Background: an optimization exercise with open tools, aiming at small area. Do not read the settings as production practice. The RTL was checked by simulation tests, not by an equivalence proof against the original design. Power is estimated from default activity; no workload was simulated.

==> inputs of job 8457 <==
## apb_modport
module apb_modport
(
    input  logic                  pclk,
    input  logic                  presetn,
    input  logic                  transfer,
    input  logic                  READ_WRITE,
    input  logic [ADDR_WIDTH-1:0] apb_write_paddr,
    input  logic [ADDR_WIDTH-1:0] apb_read_paddr,
    input  logic [DATA_WIDTH-1:0] apb_write_data,
    output logic [DATA_WIDTH-1:0] apb_read_data_out
);
    apb_modport_pkg::state_t state_q, state_d;
    logic                  pwrite;
    logic [ADDR_WIDTH-1:0] paddr;
    logic [DATA_WIDTH-1:0] pwdata;
    logic [DATA_WIDTH-1:0] read_data;
    logic                  load, access;
    logic                  valid;    
    logic                  phase;    
    logic                  wr;
    logic [DATA_WIDTH-1:0] w, rq;
    always_comb begin
        state_d = state_q;
        load    = 1'b0;
        unique case (state_q)
            IDLE: begin
                if (transfer) begin
                    state_d = SETUP;
                    load    = 1'b1;
                end
            end
            SETUP: state_d = ACCESS;
            ACCESS: begin
                if (transfer) begin
                    state_d = SETUP;
                    load    = 1'b1;
                end else begin
                    state_d = IDLE;
                end
            end
            default: state_d = IDLE;
        endcase
    end
    assign access = (state_q == ACCESS);
    always_ff @(posedge pclk or negedge presetn) begin
  ...
clock: 8.0 ns
lec_check: 0
cap_margin: 20
core_margin: 2
core_utilization: 78
place_density: 0.86
slew_margin: 20
synth_hierarchical: 1
standard.sh (not shown) runs the stock make flow with config.mk's settings and CLKGATE_MAP_FILE= SYNTH_SCRIPT=/design/flow/synth_recipe.tcl, a recipe that flattens the netlist after the stock synthesis.
==> flow/flow/run.sh <==
#!/bin/bash
# Standard layout with three changes: after synthesis, cells that synthesis
# upsized go back to their smallest size (placement repair resizes where it
# must); the clock tree is built without dummy loads and with larger sink
# clusters; and every port still gets a buffer, but the smallest one.
set -euo pipefail
here=$(pwd)
export CTS_ARGS="-sink_clustering_enable -repair_clock_nets -dont_use_dummy_load -sink_clustering_size 28 -sink_clustering_max_diameter 75 -buf_list sky130_fd_sc_hd__clkbuf_16"
bash standard.sh synth POST_SYNTH_TCL=$here/flow/downsize.tcl > synth.log 2>&1
bash standard.sh finish POST_SYNTH_TCL=$here/flow/downsize.tcl BUFFER_PORTS_ARGS="-buffer_cell sky130_fd_sc_hd__buf_1" > finish.log 2>&1
==> flow/flow/downsize.tcl <==
# Run after synthesis (POST_SYNTH_TCL): set every combinational cell that
# synthesis upsized back to its smallest drive strength. Placement's
# repair_design and repair_timing size up again wherever slew, capacitance
# or timing need it. Flip-flops, buffers and tie cells are left alone.
set db [ord::get_db]
set swapped 0
foreach inst [[ord::get_db_block] getInsts] {
  set master [$inst getMaster]
  if {![regexp {^sky130_fd_sc_hd__(\w+)_(\d+)$} [$master getName] -> base drive]} { continue }
  if {[regexp {^(df|dl|sdf|sdl|edf|sedf|conb|clk|buf|dly|tap|fill|decap|diode|ebuf|einv|lpflow|probe)} $base]} { continue }
  set best $master
  foreach d {0 1} {
    set m [$db findMaster sky130_fd_sc_hd__${base}_$d]
    if {$m ne "NULL" && [$m getWidth] < [$best getWidth]} { set best $m }
  }
  if {$best ne $master} {
    $inst swapMaster $best
    incr swapped
  }
}
puts "downsize: $swapped cells set to their smallest drive strength"
==> inputs of job 8683, as changes to job 8457 <==
==> flow/flow/run.sh (replaced) <==
#!/bin/bash
# Standard layout with two changes: after synthesis, cells that synthesis
# upsized go back to their smallest size (placement repair resizes where it
# must), and the clock tree is built without dummy loads and with larger
# sink clusters.
set -euo pipefail
here=$(pwd)
export CTS_ARGS="-sink_clustering_enable -repair_clock_nets -dont_use_dummy_load -sink_clustering_size 16 -sink_clustering_max_diameter 50 -buf_list sky130_fd_sc_hd__clkbuf_8"
bash standard.sh synth POST_SYNTH_TCL=$here/flow/downsize.tcl > synth.log 2>&1
bash standard.sh finish POST_SYNTH_TCL=$here/flow/downsize.tcl > finish.log 2>&1
CORE_UTILIZATION = 65   (was 78)
PLACE_DENSITY = 0.75   (was 0.86)
==> inputs of job 6985, as changes to job 8457 <==
==> flow/flow/run.sh (replaced) <==
#!/bin/bash
# Standard layout with two changes: after synthesis, cells that synthesis
# upsized go back to their smallest size (placement repair resizes where it
# must), and the clock tree is built without dummy loads and with larger
# sink clusters.
set -euo pipefail
here=$(pwd)
export CTS_ARGS="-sink_clustering_enable -repair_clock_nets -dont_use_dummy_load -sink_clustering_size 16 -sink_clustering_max_diameter 50 -buf_list sky130_fd_sc_hd__clkbuf_8"
bash standard.sh synth POST_SYNTH_TCL=$here/flow/downsize.tcl > synth.log 2>&1
bash standard.sh finish POST_SYNTH_TCL=$here/flow/downsize.tcl > finish.log 2>&1
CORE_UTILIZATION = 45   (was 78)
PLACE_DENSITY = 0.55   (was 0.86)
==> summary.txt <==
outcome complete, no violations; aggregate global-route resource usage 0.383; CTS H-tree lvls 5; Placed Area roughly 0.14 mm^2; die width about 480 um; layout buffering overhead excluding clock cells 0.0127
the above is filed under job 8683

==> summary.txt <==
outcome complete, no violations; CTS Hold Buffers Added 0; Placed Area ~0.14 mm^2; CTS H-tree lvls 5; count of inverters other than clock inverters in the layout 3; clock network area share 0.0402; sum of met2 wire segment lengths after detailed routing 218000 um; layout buffering overhead excluding clock cells 0.0138; global route overflow 0; aggregate global-route resource usage 0.292; die width between 500 and 600 um
the above is filed under job 6985

==> summary.txt <==
Placed Area between 0.1 and 0.15 mm^2; die width 436 um; aggregate global-route resource usage 0.454; Die Area 0.190 mm^2; outcome complete, no violations; clock-net power just under 10 mW; TritonCTS clock tree built; final instance area roughly 0.14 mm^2; layout buffering overhead excluding clock cells 0.0113
the above is filed under job 8457


========
==> inputs of run a <==
==> flow/design.v <==
package apb_modport_pkg;
    localparam int ADDR_WIDTH = 9;
    localparam int DATA_WIDTH = 8;
    localparam int OFFS_WIDTH = ADDR_WIDTH - 1;
    localparam int MEM_DEPTH  = 2 ** OFFS_WIDTH;
    typedef enum logic [1:0] {
        IDLE   = 2'd0,
        SETUP  = 2'd1,
        ACCESS = 2'd2
    } state_t;
endpackage
import apb_modport_pkg::*;
module apb_mem_pair
(
    input  logic                  clk,
    input  logic                  sel_a,    
    input  logic                  sel_b,    
    input  logic                  rsn_a,    
    input  logic                  rsn_b,    
    input  logic [DATA_WIDTH-1:0] w,
    output logic [DATA_WIDTH-1:0] y         
);
    logic [DATA_WIDTH-1:0] qa, qb;
    always_ff @(posedge clk) begin
        qa <= ~((qa | {DATA_WIDTH{sel_a}}) & ({DATA_WIDTH{rsn_a}} | w));
        qb <= ~((qb | {DATA_WIDTH{sel_b}}) & ({DATA_WIDTH{rsn_b}} | w));
    end
    assign y = ~((qa | {DATA_WIDTH{rsn_a}}) & (qb | {DATA_WIDTH{rsn_b}}));
endmodule
module apb_mem
(
    input  logic                  clk,
    input  logic                  clr,      
    input  logic                  wr,       
    input  logic [ADDR_WIDTH-1:0] addr,
    input  logic [DATA_WIDTH-1:0] w,        
    output logic [DATA_WIDTH-1:0] rq        
);
    localparam int ROWS = 2 * MEM_DEPTH;
    logic [ROWS-1:0]                       rsn, sel;
    logic [ROWS/2-1:0][DATA_WIDTH-1:0]     y;
    logic [DATA_WIDTH-1:0]                 acc;
    for (genvar i = 0; i < ROWS; i++) begin : g_dec
        assign rsn[i] = (addr != i);
        assign sel[i] = clr | (wr & (addr == i));
    end
    for (genvar p = 0; p < ROWS / 2; p++) begin : g_pair
        apb_mem_pair u_pair (
            .clk   (clk),
            .sel_a (sel[2*p]),
            .sel_b (sel[2*p+1]),
            .rsn_a (rsn[2*p]),
            .rsn_b (rsn[2*p+1]),
            .w     (w),
            .y     (y[p])
        );
    end
    always_comb begin
        acc = '0;
        for (int p = 0; p < ROWS / 2; p++) acc = acc | y[p];
    end
    assign rq = ~acc;
endmodule
import apb_modport_pkg::*;
module apb_modport
(
    input  logic                  pclk,
    input  logic                  presetn,
    input  logic                  transfer,
    input  logic                  READ_WRITE,
    input  logic [ADDR_WIDTH-1:0] apb_write_paddr,
    input  logic [ADDR_WIDTH-1:0] apb_read_paddr,
    input  logic [DATA_WIDTH-1:0] apb_write_data,
    output logic [DATA_WIDTH-1:0] apb_read_data_out
);
    apb_modport_pkg::state_t state_q, state_d;
    logic                  pwrite;
    logic [ADDR_WIDTH-1:0] paddr;
    logic [DATA_WIDTH-1:0] pwdata;
    logic [DATA_WIDTH-1:0] read_data;
    logic                  load, access;
    logic                  valid;    
    logic                  phase;    
    logic                  wr;
    logic [DATA_WIDTH-1:0] w, rq;
    always_comb begin
        state_d = state_q;
        load    = 1'b0;
        unique case (state_q)
            IDLE: begin
                if (transfer) begin
                    state_d = SETUP;
                    load    = 1'b1;
                end
            end
            SETUP: state_d = ACCESS;
            ACCESS: begin
                if (transfer) begin
                    state_d = SETUP;
                    load    = 1'b1;
                end else begin
                    state_d = IDLE;
                end
            end
            default: state_d = IDLE;
        endcase
    end
    assign access = (state_q == ACCESS);
    always_ff @(posedge pclk or negedge presetn) begin
        if (!presetn) begin
            state_q   <= IDLE;
            read_data <= '0;
            valid     <= 1'b0;
            phase     <= 1'b1;
        end else begin
            state_q <= state_d;
            valid   <= 1'b1;
            phase   <= ~phase;
            if (access && !pwrite) begin
                read_data <= rq ^ {DATA_WIDTH{phase}};
            end
        end
    end
    always_ff @(posedge pclk) begin
        if (load) begin
            pwrite <= ~READ_WRITE;
            paddr  <= READ_WRITE ? apb_read_paddr : apb_write_paddr;
            pwdata <= apb_write_data;
        end
    end
    assign wr = access & pwrite;
    assign w  = wr ? (pwdata ^ {DATA_WIDTH{phase}}) : {DATA_WIDTH{1'b1}};
    assign apb_read_data_out = read_data;
    apb_mem u_mem (
        .clk  (pclk),
        .clr  (~valid),
        .wr   (wr),
        .addr (paddr),
        .w    (w),
        .rq   (rq)
    );
endmodule
==> flow/flow/run.sh <==
#!/bin/bash
# Standard layout with two changes: after synthesis, cells that synthesis
# upsized go back to their smallest size (placement repair resizes where it
# must), and the clock tree is built without dummy loads and with larger
# sink clusters.
set -euo pipefail
here=$(pwd)
export CTS_ARGS="-sink_clustering_enable -repair_clock_nets -dont_use_dummy_load -sink_clustering_size 16 -sink_clustering_max_diameter 50 -buf_list sky130_fd_sc_hd__clkbuf_8"
bash standard.sh synth POST_SYNTH_TCL=$here/flow/downsize.tcl > synth.log 2>&1
bash standard.sh finish POST_SYNTH_TCL=$here/flow/downsize.tcl > finish.log 2>&1
==> flow/flow/downsize.tcl <==
# Run after synthesis (POST_SYNTH_TCL): set every combinational cell that
# synthesis upsized back to its smallest drive strength. Placement's
# repair_design and repair_timing size up again wherever slew, capacitance
# or timing need it. Flip-flops, buffers and tie cells are left alone.
set db [ord::get_db]
set swapped 0
foreach inst [[ord::get_db_block] getInsts] {
  set master [$inst getMaster]
  if {![regexp {^sky130_fd_sc_hd__(\w+)_(\d+)$} [$master getName] -> base drive]} { continue }
  if {[regexp {^(df|dl|sdf|sdl|edf|sedf|conb|clk|buf|dly|tap|fill|decap|diode|ebuf|einv|lpflow|probe)} $base]} { continue }
  set best $master
  foreach d {0 1} {
    set m [$db findMaster sky130_fd_sc_hd__${base}_$d]
    if {$m ne "NULL" && [$m getWidth] < [$best getWidth]} { set best $m }
  }
  if {$best ne $master} {
    $inst swapMaster $best
    incr swapped
  }
}
puts "downsize: $swapped cells set to their smallest drive strength"
==> flow/standard.sh <==
#!/bin/bash
# synth_recipe.tcl (not shown) runs the flow's synth.tcl, then flattens the netlist and writes it again
# the make line also repeats each setting of config.mk as NAME=value (left out here)
make -C /OpenROAD-flow-scripts/flow DESIGN_CONFIG=/design/flow/config.mk WORK_HOME=/design/flow/orfs CLKGATE_MAP_FILE= SYNTH_SCRIPT=/design/flow/synth_recipe.tcl "${@:-finish}"
==> flow/config.mk <==
export PLATFORM = sky130hd
export DESIGN_NAME = apb_modport
export DESIGN_NICKNAME = apb_modport
export VERILOG_FILES = /design/flow/design.v
export SDC_FILE = /design/flow/constraint.sdc
export NUM_CORES = 4
export LEC_CHECK = 0
export CAP_MARGIN = 20
export CORE_MARGIN = 2
export CORE_UTILIZATION = 45
export PLACE_DENSITY = 0.55
export SLEW_MARGIN = 20
export SYNTH_HIERARCHICAL = 1
==> flow/constraint.sdc <==
create_clock -name core_clock -period 8.0 [get_ports {pclk}]
set_input_delay 1.6000 -clock core_clock [delete_from_list [all_inputs] [get_ports {pclk}]]
set_output_delay 1.6000 -clock core_clock [all_outputs]
set_load 0.01 [all_outputs]
==> run b: changes against run a <==
==> flow/run.sh (new file) <==
#!/bin/bash
# synth_recipe.tcl (not shown) runs the flow's synth.tcl, then flattens the netlist and writes it again
# the make line also repeats each setting of config.mk as NAME=value (left out here)
make -C /OpenROAD-flow-scripts/flow DESIGN_CONFIG=/design/flow/config.mk WORK_HOME=/design/flow/orfs CLKGATE_MAP_FILE= SYNTH_SCRIPT=/design/flow/synth_recipe.tcl finish
CAP_MARGIN = 30   (was 20)
CORE_UTILIZATION = 25   (was 45)
PLACE_DENSITY = 0.3   (was 0.55)
SLEW_MARGIN = 40   (was 20)
SYNTH_HIERARCHICAL = unset   (was 1)
removed: flow/flow/run.sh
removed: flow/flow/downsize.tcl
removed: flow/standard.sh
==> summary.txt <==
status=no timing/DRC/antenna violations; DIE AREA=574000 µm²; Non-clk bufs=1345; met2 wire length=507 mm; Clock buffer cells=784; post-synthesis cell area=142000 µm²; Cells after DPL=21600; Crit. Startpoint=paddr[6]; Switching Power=0.0145 W; via count=154000; Max IR drop VDD=188 µV; NumNets Final=14700; Chip Width=758 µm
Source of the figures above: run b

==> summary.txt <==
DIE AREA=334000 µm²; post-synthesis cell area=148000 µm²; count of non-CTS inverters in the layout=3; Max IR drop VDD=147 µV; Chip Width=578 µm; Clock buffer cells=408; status=no timing/DRC/antenna violations; Switching Power=0.00904 W; NumNets Final=12800; fraction of area in registers=56.6%; Cells after DPL=16700; via count=118000; worst path required time=8990 ps; Non-clk bufs=234; total chip power=0.0366 W
Source of the figures above: run a

## port drivers added, routing unchanged
The results above use ideal ports. As a check the final layouts listed here were re-extracted and re-timed, cells and wires unchanged. Step 1 sets driving cells, clkbuf_16 on the clock port and buf_2 on the other inputs (assumed; they add their load-dependent delay and slew). Step 2 moves the port delays by t, midway between the first and last clock arrival at a register: inputs arrive t later, outputs are due t later. That takes back most of the time a late clock gives input paths. a / b / c = ideal ports / drivers / drivers and shift; a / b = the first two.
run | t (ns) | setup WS [ns] | worst hold slack (ns) | worst slew at a driven data input, ns
job 8457 | 0.972 | 2.389 / 2.389 / 2.389 | 0.434 / 0.434 / 0.434 | 0.05
job 8683 | 1.169 | 2.565 / 2.565 / 2.565 | 0.436 / 0.436 / 0.436 | 0.05
job 6985 | 1.237 | 2.410 / 2.410 / 2.410 | 0.433 / 0.400 / 0.433 | 0.04
run a | 1.179 | 2.433 / 2.433 / 2.433 | 0.433 / 0.374 / 0.433 | 0.14
run b | 1.261 | 1.560 / 1.560 / 1.560 | 0.427 / 0.427 / 0.427 | 0.04
After both steps every run listed still meets setup and hold.
